This is an optimization exercise on Yosys and OpenROAD, whose aim is a short achievable clock period and few clock cycles per item, not a production implementation. In this exercise RTL edits were held to simulation tests only and were not proved equivalent to the original. The clock port is modelled as an ideal driver, which makes a skipped or thinned clock tree look cheaper than it is; a real chip needs a root buffer or a tree. Power figures rest on the tool's default switching activity, not on a simulated workload.

== job 9143 ==
## small_set_membership_table
module small_set_membership_table #(
  parameter int unsigned CAPACITY   = ssmt_pkg::DEF_CAPACITY,
  parameter int unsigned ELEM_WIDTH = ssmt_pkg::DEF_ELEM_WIDTH
) (
  input  wire logic                          clk_i,
  input  wire logic                          rst_ni,
  input  wire logic                          start_i,
  output logic                               busy_o,
  input  wire logic [ssmt_pkg::OP_W-1:0]     op_i,
  input  wire logic [ssmt_pkg::VALUE_W-1:0]  value_i,
  output logic                               valid_o,
  output logic                               was_member_o,
  output logic [ssmt_pkg::COUNT_W-1:0]       count_o,
  output logic                               empty_res_o,
  output logic                               full_res_o,
  output logic                               rejected_o
);
  localparam int unsigned CNT_W = $clog2(CAPACITY + 1);
  localparam int unsigned NGRP  = 4;
  localparam int unsigned GRP   = (CAPACITY + 2 + 2 * NGRP + 1 + NGRP - 1) / NGRP;
  localparam int unsigned PHYS  = NGRP * GRP;
  localparam int unsigned OR_W  = 4;                       
  localparam int unsigned NOR   = (PHYS + OR_W - 1) / OR_W;
  localparam int unsigned NCOPY = 4;                       
  assign busy_o = 1'b0;
  logic                          a_vld_q;
  logic [ssmt_pkg::OP_W-1:0]     a_op_q;
  logic [ELEM_WIDTH-1:0]         a_v_q;        
  logic [NCOPY-1:0][ELEM_WIDTH-1:0] a_vc_q;
  always_ff @(posedge clk_i or negedge rst_ni) begin
    if (!rst_ni) begin
      a_vld_q <= 1'b0;
    end else begin
  ...
Size: about 4,500 cells after synthesis, about 1,800 flip-flops, roughly 69,000 µm² of cells after synthesis.
Settings: LEC_CHECK=0, ABC_CLOCK_PERIOD_IN_PS=1000, CAP_MARGIN=20, CORE_MARGIN=2, CORE_UTILIZATION=65, PLACE_DENSITY=0.75, SETUP_SLACK_MARGIN=3.8, SLEW_MARGIN=20, SYNTH_HIERARCHICAL=1, PRE_CTS_TCL=/design/flow/flow/cts_hook.tcl, BT_CLUSTER=24, BT_NROOT=4; clock period 6.0 ns.
standard.sh (not shown) runs the stock make flow with config.mk's settings and CLKGATE_MAP_FILE= SYNTH_SCRIPT=/design/flow/synth_recipe.tcl, a recipe that flattens the netlist after the stock synthesis.
==> flow/flow/run.sh <==
#!/bin/bash
# The standard layout, with the clock tree built by flow/clock_tree.tcl in
# place of TritonCTS (hooked in through ORFS's PRE_CTS_TCL).
set -euo pipefail
W=$(pwd)
{
  echo "export PRE_CTS_TCL = $W/flow/cts_hook.tcl"
  echo "export BT_CLUSTER = 24"
  echo "export BT_NROOT = 4"
} >> config.mk
bash standard.sh finish > "$W/standard_flow.log" 2>&1
Other scripts of this flow, unchanged in this note and not shown: flow/flow/clock_tree.tcl, flow/flow/cts_hook.tcl
Testbench counts of job 9143, summed over its fixed seeds: cycles 32,024, items 32,000.
--- input diff job 9143..job 4584 ---
- SETUP_SLACK_MARGIN: 3.8 -> 4.3
## What came out
- Delta (job 4584 minus job 9143): worst hold path depth level; post-layout worst setup margin moved up; global placer's final weighted congestion moved down.
--- input diff job 4584..job 2452 ---
- SYNTH_HIERARCHICAL no longer set, was 1
- SETUP_SLACK_MARGIN now 3.8, was 4.3
## What came out
The lower register share of total power of job 4584 and job 2452 is in job 4584.
Measured against job 2452, the routed wire length of job 4584 comes out at 1.17 times the reference value.
Diff job 2452..job 4584 | flip-flop and latch count | negligible
Job 2452 ends up with a cell area after layout that is 9.1% lower than in job 4584.
Job 2452 against job 4584: non-filler instance count after layout fell 301, final critical-path required period now larger, cell area after synthesis comparable.
Job 2452: depth of the worst register-to-register path higher than job 4584
Status | job 4584 and job 2452 | clean
A startpoint-to-endpoint class of the critical path of reg2out is what job 4584 shows, while reg2reg belongs to job 2452.
In every run of this note, the design's own scripts or RTL, not TritonCTS, make the clock network.

* * *

Another version of the RTL of small_set_membership_table (not shown whole).
For scale: ~4800 cells after synthesis, ~34 I/O pins, about 74000 um2 of cells after synthesis.
==> flow/config.mk <==
export PLATFORM = sky130hd
export DESIGN_NAME = small_set_membership_table
export DESIGN_NICKNAME = small_set_membership_table
export VERILOG_FILES = /design/flow/design.v
export SDC_FILE = /design/flow/constraint.sdc
export NUM_CORES = 4
export LEC_CHECK = 0
export ABC_CLOCK_PERIOD_IN_PS = 1000
export CAP_MARGIN = 20
export CORE_MARGIN = 2
export CORE_UTILIZATION = 65
export PLACE_DENSITY = 0.75
export SETUP_SLACK_MARGIN = 3.8
export SLEW_MARGIN = 20
export SYNTH_HIERARCHICAL = 1
export PRE_CTS_TCL = /design/flow/flow/cts_hook.tcl
export BT_CLUSTER = 24
export BT_NROOT = 4
==> flow/constraint.sdc <==
create_clock -name core_clock -period 6.0 [get_ports {clk_i}]
set_input_delay 1.2000 -clock core_clock [delete_from_list [all_inputs] [get_ports {clk_i}]]
set_output_delay 1.2000 -clock core_clock [all_outputs]
set_load 0.01 [all_outputs]
==> flow/flow/run.sh <==
#!/bin/bash
# The standard layout, with the output registers moved next to their port
# buffers (flow/place_tweak.tcl) and the clock tree built by flow/clock_tree.tcl in
# place of TritonCTS (hooked in through ORFS's PRE_CTS_TCL).
set -euo pipefail
W=$(pwd)
{
  echo "export PRE_CTS_TCL = $W/flow/cts_hook.tcl"
  echo "export BT_CLUSTER = 24"
  echo "export BT_NROOT = 4"
} >> config.mk
bash standard.sh finish > "$W/standard_flow.log" 2>&1
Other scripts of this flow, unchanged in this note and not shown: flow/flow/clock_tree.tcl, flow/flow/cts_hook.tcl, flow/flow/place_tweak.tcl
Testbench counts at the start, summed over its fixed seeds: cycles 32,024, items 32,000.
Change:
Settings changed: SETUP_SLACK_MARGIN 3.8 to 4.3.
What happened: Final cell count went up by 5.5%. Utilization went up by 7.5 points. Total power went up by 4.2%. Area after synthesis is unchanged. Global-route usage went up by 4.8 points. Cell area went up by 11%. Sequential cell count stays the same.
No run of this note takes its clock network from TritonCTS; it comes from the design's own scripts or RTL.

* * *

== run 1 ==
Another version of the RTL of small_set_membership_table (not shown whole).
For scale: about 4700 cells after synthesis, about 1800 flip-flops, ~34 I/O pins, roughly 0.072 mm² of cells after synthesis.
clock: 6.0 ns
lec_check: 0
abc_clock_period_in_ps: 1000
cap_margin: 20
core_margin: 2
core_utilization: 65
place_density: 0.75
setup_slack_margin: 3.8
slew_margin: 20
synth_hierarchical: 1
pre_cts_tcl: /design/flow/flow/cts_hook.tcl
bt_cluster: 24
bt_nroot: 4
min_clk_routing_layer: met4
==> flow/flow/run.sh <==
#!/bin/bash
# The standard layout, with the output registers moved next to their port
# buffers (flow/place_tweak.tcl) and the clock tree built by flow/clock_tree.tcl in
# place of TritonCTS (hooked in through ORFS's PRE_CTS_TCL). Clock nets are
# routed on met4 and met5.
set -euo pipefail
W=$(pwd)
{
  echo "export PRE_CTS_TCL = $W/flow/cts_hook.tcl"
  echo "export BT_CLUSTER = 24"
  echo "export BT_NROOT = 4"
  echo "export MIN_CLK_ROUTING_LAYER = met4"
} >> config.mk
bash standard.sh finish > "$W/standard_flow.log" 2>&1
==> flow/flow/clock_tree.tcl <==
# Build a two-level clock tree by hand: the clock port drives NROOT root
# buffers, each drives a group of leaf buffers, each leaf buffer drives a
# cluster of about CLUSTER flip-flop clock pins that lie close together.
proc bt_env {name default} {
  if {[info exists ::env($name)] && $::env($name) ne ""} { return $::env($name) }
  return $default
}

# Split items ({x y payload}) into k groups of near-equal size that are
# compact: sort into s vertical strips by x, then each strip by y into chunks.
proc bt_split {items k} {
  set n [llength $items]
  if {$k <= 1 || $n <= 1} { return [list $items] }
  set s [expr {max(1, int(round(sqrt($k))))}]
  set byx [lsort -real -index 0 $items]
  set groups {}
  set start 0
  set kleft $k
  for {set i 0} {$i < $s} {incr i} {
    # groups in this strip
    set kstrip [expr {int(round(double($kleft) / ($s - $i)))}]
    if {$kstrip < 1} { set kstrip 1 }
    set nstrip [expr {int(round(double($n - $start) * $kstrip / $kleft))}]
    set strip [lrange $byx $start [expr {$start + $nstrip - 1}]]
    set start [expr {$start + $nstrip}]
    set kleft [expr {$kleft - $kstrip}]
    set byy [lsort -real -index 1 $strip]
    set m [llength $byy]
    set b 0
    for {set j 0} {$j < $kstrip} {incr j} {
      set e [expr {int(round(double($m) * ($j + 1) / $kstrip))}]
      set g [lrange $byy $b [expr {$e - 1}]]
      if {[llength $g]} { lappend groups $g }
      set b $e
    }
  }
  return $groups
}

proc bt_centroid {g} {
  set sx 0.0; set sy 0.0
  foreach it $g { set sx [expr {$sx + [lindex $it 0]}]; set sy [expr {$sy + [lindex $it 1]}] }
  return [list [expr {$sx / [llength $g]}] [expr {$sy / [llength $g]}]]
}

proc bt_place {inst x y} {
  set m [$inst getMaster]
  set block [ord::get_db_block]
  set core [$block getCoreArea]
  set w [$m getWidth]; set h [$m getHeight]
  set px [expr {int($x - $w / 2)}]
  set py [expr {int($y - $h / 2)}]
  set px [expr {max([$core xMin], min([$core xMax] - $w, $px))}]
  set py [expr {max([$core yMin], min([$core yMax] - $h, $py))}]
  $inst setLocation $px $py
  $inst setPlacementStatus PLACED
}

proc build_clock_tree {args} {
  set block [ord::get_db_block]
  set db [ord::get_db]
  set cluster [bt_env BT_CLUSTER 32]
  set nroot [bt_env BT_NROOT 4]
  set leafm [$db findMaster [bt_env BT_LEAF sky130_fd_sc_hd__clkbuf_16]]
  set rootm [$db findMaster [bt_env BT_ROOT sky130_fd_sc_hd__clkbuf_16]]
  set clk [$block findNet [bt_env BT_CLK clk_i]]
  set sinks {}
  foreach it [$clk getITerms] {
    set inst [$it getInst]
    set bb [$inst getBBox]
    lappend sinks [list [expr {([$bb xMin] + [$bb xMax]) / 2.0}] [expr {([$bb yMin] + [$bb yMax]) / 2.0}] $it]
  }
  set n [llength $sinks]
  set k [expr {max(1, int(ceil(double($n) / $cluster)))}]
  puts "build_clock_tree: $n sinks, $k leaf buffers, $nroot root buffers"
  set leaves {}
  set i 0
  foreach g [bt_split $sinks $k] {
    set c [bt_centroid $g]
    set inst [odb::dbInst_create $block $leafm "clkbuf_leaf_$i\_clk"]
    set net [odb::dbNet_create $block "clknet_leaf_$i\_clk"]
    $net setSigType CLOCK
    bt_place $inst [lindex $c 0] [lindex $c 1]
    [$inst findITerm X] connect $net
    foreach s $g {
      set it [lindex $s 2]
      $it disconnect
      $it connect $net
    }
    lappend leaves [list [lindex $c 0] [lindex $c 1] $inst]
    incr i
  }
  set j 0
  foreach g [bt_split $leaves $nroot] {
    set c [bt_centroid $g]
    set inst [odb::dbInst_create $block $rootm "clkbuf_root_$j\_clk"]
    set net [odb::dbNet_create $block "clknet_root_$j\_clk"]
    $net setSigType CLOCK
    bt_place $inst [lindex $c 0] [lindex $c 1]
    [$inst findITerm X] connect $net
    [$inst findITerm A] connect $clk
    foreach l $g { [[lindex $l 2] findITerm A] connect $net }
    incr j
  }
}
Other scripts of this flow, unchanged in this note and not shown: flow/flow/cts_hook.tcl, flow/flow/place_tweak.tcl
Testbench counts of run 1, summed over its fixed seeds: cycles 32,024, items 32,000.
Here is what was changed in the inputs of run 2 compared with run 1.
# run 1
export LEC_CHECK = 0
export ABC_CLOCK_PERIOD_IN_PS = 1000
export CAP_MARGIN = 20
export CORE_MARGIN = 2
export CORE_UTILIZATION = 65
export PLACE_DENSITY = 0.75
export SETUP_SLACK_MARGIN = 3.8
export SLEW_MARGIN = 20
export SYNTH_HIERARCHICAL = 1
export PRE_CTS_TCL = /design/flow/flow/cts_hook.tcl
export BT_CLUSTER = 24
export BT_NROOT = 4
export MIN_CLK_ROUTING_LAYER = met4
create_clock -name core_clock -period 6.0 [get_ports {clk_i}]
# run 2
export LEC_CHECK = 0
export ABC_CLOCK_PERIOD_IN_PS = 1000
export CAP_MARGIN = 20
export CORE_MARGIN = 2
export CORE_UTILIZATION = 65
export PLACE_DENSITY = 0.75
export SETUP_SLACK_MARGIN = 3.8
export SLEW_MARGIN = 20
export SYNTH_HIERARCHICAL = 1
export PRE_CTS_TCL = /design/flow/flow/cts_hook.tcl
export BT_CLUSTER = 32
export BT_ROOT = sky130_fd_sc_hd__buf_16
export BT_NROOT = 4
export MIN_CLK_ROUTING_LAYER = met4
create_clock -name core_clock -period 6.0 [get_ports {clk_i}]
-- flow/flow/run.sh --
<<< run 1, line 10
  echo "export BT_CLUSTER = 24"
>>> run 2, line 10
  echo "export BT_CLUSTER = 32"
  echo "export BT_ROOT = sky130_fd_sc_hd__buf_16"
## What came out
- The final layout from run 2, which completed every stage, passed the timing, design-rule and antenna checks at the end of the flow.
- Compared with run 1, run 2 shows via count that has gone down slightly.
- Min worst clock skew on the final layout across run 2 and run 1: run 1
- Relative max-transition margin, run 2 and run 1, higher one = run 1.
Input-level comparison between run 3 and run 2:
# run 2
export LEC_CHECK = 0
export ABC_CLOCK_PERIOD_IN_PS = 1000
export CAP_MARGIN = 20
export CORE_MARGIN = 2
export CORE_UTILIZATION = 65
export PLACE_DENSITY = 0.75
export SETUP_SLACK_MARGIN = 3.8
export SLEW_MARGIN = 20
export SYNTH_HIERARCHICAL = 1
export PRE_CTS_TCL = /design/flow/flow/cts_hook.tcl
export BT_CLUSTER = 32
export BT_ROOT = sky130_fd_sc_hd__buf_16
export BT_NROOT = 4
export MIN_CLK_ROUTING_LAYER = met4
create_clock -name core_clock -period 6.0 [get_ports {clk_i}]
# run 3
export LEC_CHECK = 0
export ABC_CLOCK_PERIOD_IN_PS = 1000
export CAP_MARGIN = 20
export CORE_MARGIN = 2
export CORE_UTILIZATION = 70
export PLACE_DENSITY = 0.8
export SETUP_SLACK_MARGIN = 3.9
export SLEW_MARGIN = 20
export SYNTH_HIERARCHICAL = 1
export PRE_CTS_TCL = /design/flow/flow/cts_hook.tcl
export BT_CLUSTER = 24
export BT_NROOT = 4
export MIN_CLK_ROUTING_LAYER = met4
create_clock -name core_clock -period 6.0 [get_ports {clk_i}]
-- flow/flow/run.sh --
<<< run 2, line 10
  echo "export BT_CLUSTER = 32"
  echo "export BT_ROOT = sky130_fd_sc_hd__buf_16"
>>> run 3, line 10
  echo "export BT_CLUSTER = 24"
--- outcome ---
Relative to run 2, met1 usage in global routing increased by 3.0 points in run 3.
Compared with run 2, in run 3 floorplan die area decreased about 7%, row count went down by about 4%.
Compared run 3 against run 2; net count reported at finish within noise.
Final worst setup slack: higher on run 2
The lower utilization of run 3 and run 2 is in run 2.
From run 2 to run 3 the numbers moved as follows: highest achievable clock rate level; met3 capacity usage during global routing rose by 0.24 points; met2 usage went up 3.6 points; placement-stage worst setup slack moved up; maximum number of pins on one net before global-route repair shows an increase of 5.
No run of this note takes its clock network from TritonCTS; it comes from the design's own scripts or RTL.

* * *

small_set_membership_table, a different RTL version from the one above (not shown whole).
For scale: ~4,800 cells after synthesis, roughly 0.073 sq mm of cells after synthesis.
export LEC_CHECK = 0
export ABC_CLOCK_PERIOD_IN_PS = 1000
export CAP_MARGIN = 20
export CORE_MARGIN = 2
export CORE_UTILIZATION = 65
export PLACE_DENSITY = 0.75
export SETUP_SLACK_MARGIN = 4.0
export SLEW_MARGIN = 20
export SYNTH_HIERARCHICAL = 1
export PRE_CTS_TCL = /design/flow/flow/cts_hook.tcl
export BT_CLUSTER = 28
export BT_ROOT = sky130_fd_sc_hd__buf_16
export BT_NROOT = 4
export MIN_CLK_ROUTING_LAYER = met4
create_clock -name core_clock -period 6.0 [get_ports {clk_i}]
==> flow/flow/run.sh <==
#!/bin/bash
# The standard layout, with the output registers moved next to their port
# buffers (flow/place_tweak.tcl) and the clock tree built by flow/clock_tree.tcl in
# place of TritonCTS (hooked in through ORFS's PRE_CTS_TCL). Clock nets are
# routed on met4 and met5.
set -euo pipefail
W=$(pwd)
{
  echo "export PRE_CTS_TCL = $W/flow/cts_hook.tcl"
  echo "export BT_CLUSTER = 28"
  echo "export BT_ROOT = sky130_fd_sc_hd__buf_16"
  echo "export BT_NROOT = 4"
  echo "export MIN_CLK_ROUTING_LAYER = met4"
} >> config.mk
bash standard.sh finish > "$W/standard_flow.log" 2>&1
==> flow/flow/cts_hook.tcl <==
# PRE_CTS hook: move the output registers next to their port buffers, then
# replace TritonCTS with the two-level tree of clock_tree.tcl. The rest of the
# CTS step (legalisation, timing repair) runs as usual.
source [file join [file dirname [info script]] place_tweak.tcl]
source [file join [file dirname [info script]] clock_tree.tcl]
rename clock_tree_synthesis tritoncts_clock_tree_synthesis
proc clock_tree_synthesis {args} {
  pull_output_registers
  build_clock_tree
}
==> flow/flow/place_tweak.tcl <==
# Move each register that drives an output port's buffer next to that
# buffer, so the register's output wire is short, and make the buffer a
# plain buf_4 (port buffering picks a delay buffer); legalisation follows.
proc pull_output_registers {} {
  set block [ord::get_db_block]
  set bufm [[ord::get_db] findMaster sky130_fd_sc_hd__buf_4]
  set n 0
  foreach bt [$block getBTerms] {
    if {[$bt getIoType] ne "OUTPUT"} { continue }
    set net [$bt getNet]
    if {$net eq "NULL"} { continue }
    set buf ""
    foreach it [$net getITerms] {
      if {[$it isOutputSignal]} { set buf [$it getInst] }
    }
    if {$buf eq ""} { continue }
    $buf swapMaster $bufm
    set src ""
    foreach it [$buf getITerms] {
      if {[$it isInputSignal]} {
        set n2 [$it getNet]
        if {$n2 eq "NULL"} { continue }
        foreach it2 [$n2 getITerms] {
          if {[$it2 isOutputSignal]} { set src [$it2 getInst] }
        }
      }
    }
    if {$src eq ""} { continue }
    if {![[$src getMaster] isSequential]} { continue }
    set loc [$buf getLocation]
    $src setLocation [lindex $loc 0] [lindex $loc 1]
    $src setPlacementStatus PLACED
    incr n
  }
  puts "pull_output_registers: moved $n registers"
}
Scripts as last shown in full above: flow/flow/clock_tree.tcl
Testbench counts at the start, summed over its fixed seeds: cycles 32,024, items 32,000.
==> next run, changes <==
--- a/flow/config.mk
+++ b/flow/config.mk
@@ -10,4 +10,4 @@
 export CORE_MARGIN = 2
-export CORE_UTILIZATION = 65
-export PLACE_DENSITY = 0.75
+export CORE_UTILIZATION = 75
+export PLACE_DENSITY = 0.85
 export SETUP_SLACK_MARGIN = 4.0
Power goes down by 0.55%.
Routed wire length shrinks by 6.1%.
Via count is about the same.
==> next run, changes <==
--- a/flow/flow/run.sh
+++ b/flow/flow/run.sh
@@ -9,3 +9,3 @@
   echo "export PRE_CTS_TCL = $W/flow/cts_hook.tcl"
-  echo "export BT_CLUSTER = 28"
+  echo "export BT_CLUSTER = 32"
   echo "export BT_ROOT = sky130_fd_sc_hd__buf_16"
--- a/flow/config.mk
+++ b/flow/config.mk
@@ -10,4 +10,4 @@
 export CORE_MARGIN = 2
-export CORE_UTILIZATION = 75
-export PLACE_DENSITY = 0.85
+export CORE_UTILIZATION = 65
+export PLACE_DENSITY = 0.75
 export SETUP_SLACK_MARGIN = 4.0
@@ -16,3 +16,3 @@
 export PRE_CTS_TCL = /design/flow/flow/cts_hook.tcl
-export BT_CLUSTER = 28
+export BT_CLUSTER = 32
 export BT_ROOT = sky130_fd_sc_hd__buf_16
Effect: The changed run went through all stages and came out clean. Sequential share of layout area drops by 0.39 points. Setup slack improved by 0.021 ns. Wire length rises by 6.6%. Core utilization fell by 11 points. Worst hold slack improves by 0.0045 ns. Fmax went up by about 0.9%. Synthesized area is unchanged. Global-route usage goes down by 3.1 points. Via count barely changes.
==> next run, changes <==
--- a/flow/flow/run.sh
+++ b/flow/flow/run.sh
@@ -9,3 +9,3 @@
   echo "export PRE_CTS_TCL = $W/flow/cts_hook.tcl"
-  echo "export BT_CLUSTER = 32"
+  echo "export BT_CLUSTER = 28"
   echo "export BT_ROOT = sky130_fd_sc_hd__buf_16"
--- a/flow/config.mk
+++ b/flow/config.mk
@@ -12,3 +12,3 @@
 export PLACE_DENSITY = 0.75
-export SETUP_SLACK_MARGIN = 4.0
+export SETUP_SLACK_MARGIN = 4.2
 export SLEW_MARGIN = 20
@@ -16,3 +16,3 @@
 export PRE_CTS_TCL = /design/flow/flow/cts_hook.tcl
-export BT_CLUSTER = 32
+export BT_CLUSTER = 28
 export BT_ROOT = sky130_fd_sc_hd__buf_16
Die area stays the same.
Maximum frequency shrinks by 0.60%.
Routed wire length grows by 2.8%.
In every run of this note, the design's own scripts or RTL, not TritonCTS, make the clock network.

-- what the ideal ports hide --
Ports are ideal in the flow. The routed layouts listed here were re-timed in OpenROAD.
Step 1 sets driving cells, clkbuf_16 on the clock port and buf_2 on the other inputs (assumed; they add their load-dependent delay and slew).
Step 2, shift: input delay + t, output delay - t, t = (earliest + latest rising clock arrival at the registers) / 2. This alone moves slack from input paths to output paths.
a / b / c = no drivers / after step 1 / after step 2; a / b = the first two.
run | t (ns) | setup slack, ns | worst hold slack (ns) | slew at the worst register clock pin (ns)
job 9143 | 0.685 | 3.611 / 3.452 / 3.620 | 0.373 / 0.373 / 0.373 | 0.10 / 0.10
job 4584 | 0.704 | 3.637 / 3.476 / 3.668 | 0.370 / 0.370 / 0.370 | 0.11 / 0.11
job 2452 | 0.682 | 3.629 / 3.494 / 3.629 | 0.373 / 0.373 / 0.373 | 0.10 / 0.10
the first run of note 2 | 0.714 | 3.739 / 3.575 / 3.744 | 0.353 / 0.353 / 0.353 | 0.10 / 0.10
the second run of note 2 | 0.737 | 3.730 / 3.559 / 3.912 | 0.353 / 0.353 / 0.353 | 0.11 / 0.11
run 1 | 0.701 | 3.744 / 3.584 / 3.793 | 0.359 / 0.359 / 0.359 | 0.10 / 0.10
run 2 | 0.653 | 3.744 / 3.573 / 3.813 | 0.366 / 0.366 / 0.366 | 0.12 / 0.12
run 3 | 0.693 | 3.740 / 3.587 / 3.880 | 0.369 / 0.369 / 0.369 | 0.10 / 0.10
the first run of note 4 | 0.663 | 3.784 / 3.614 / 3.897 | 0.396 / 0.396 / 0.396 | 0.11 / 0.11
the second run of note 4 | 0.653 | 3.775 / 3.606 / 3.936 | 0.393 / 0.393 / 0.393 | 0.11 / 0.11
the third run of note 4 | 0.649 | 3.796 / 3.624 / 3.861 | 0.397 / 0.397 / 0.397 | 0.12 / 0.12
the fourth run of note 4 | 0.674 | 3.782 / 3.608 / 4.010 | 0.397 / 0.397 / 0.397 | 0.11 / 0.11
After both steps setup and hold are still met in every run listed. The worst setup slack also covers recovery checks on asynchronous resets.
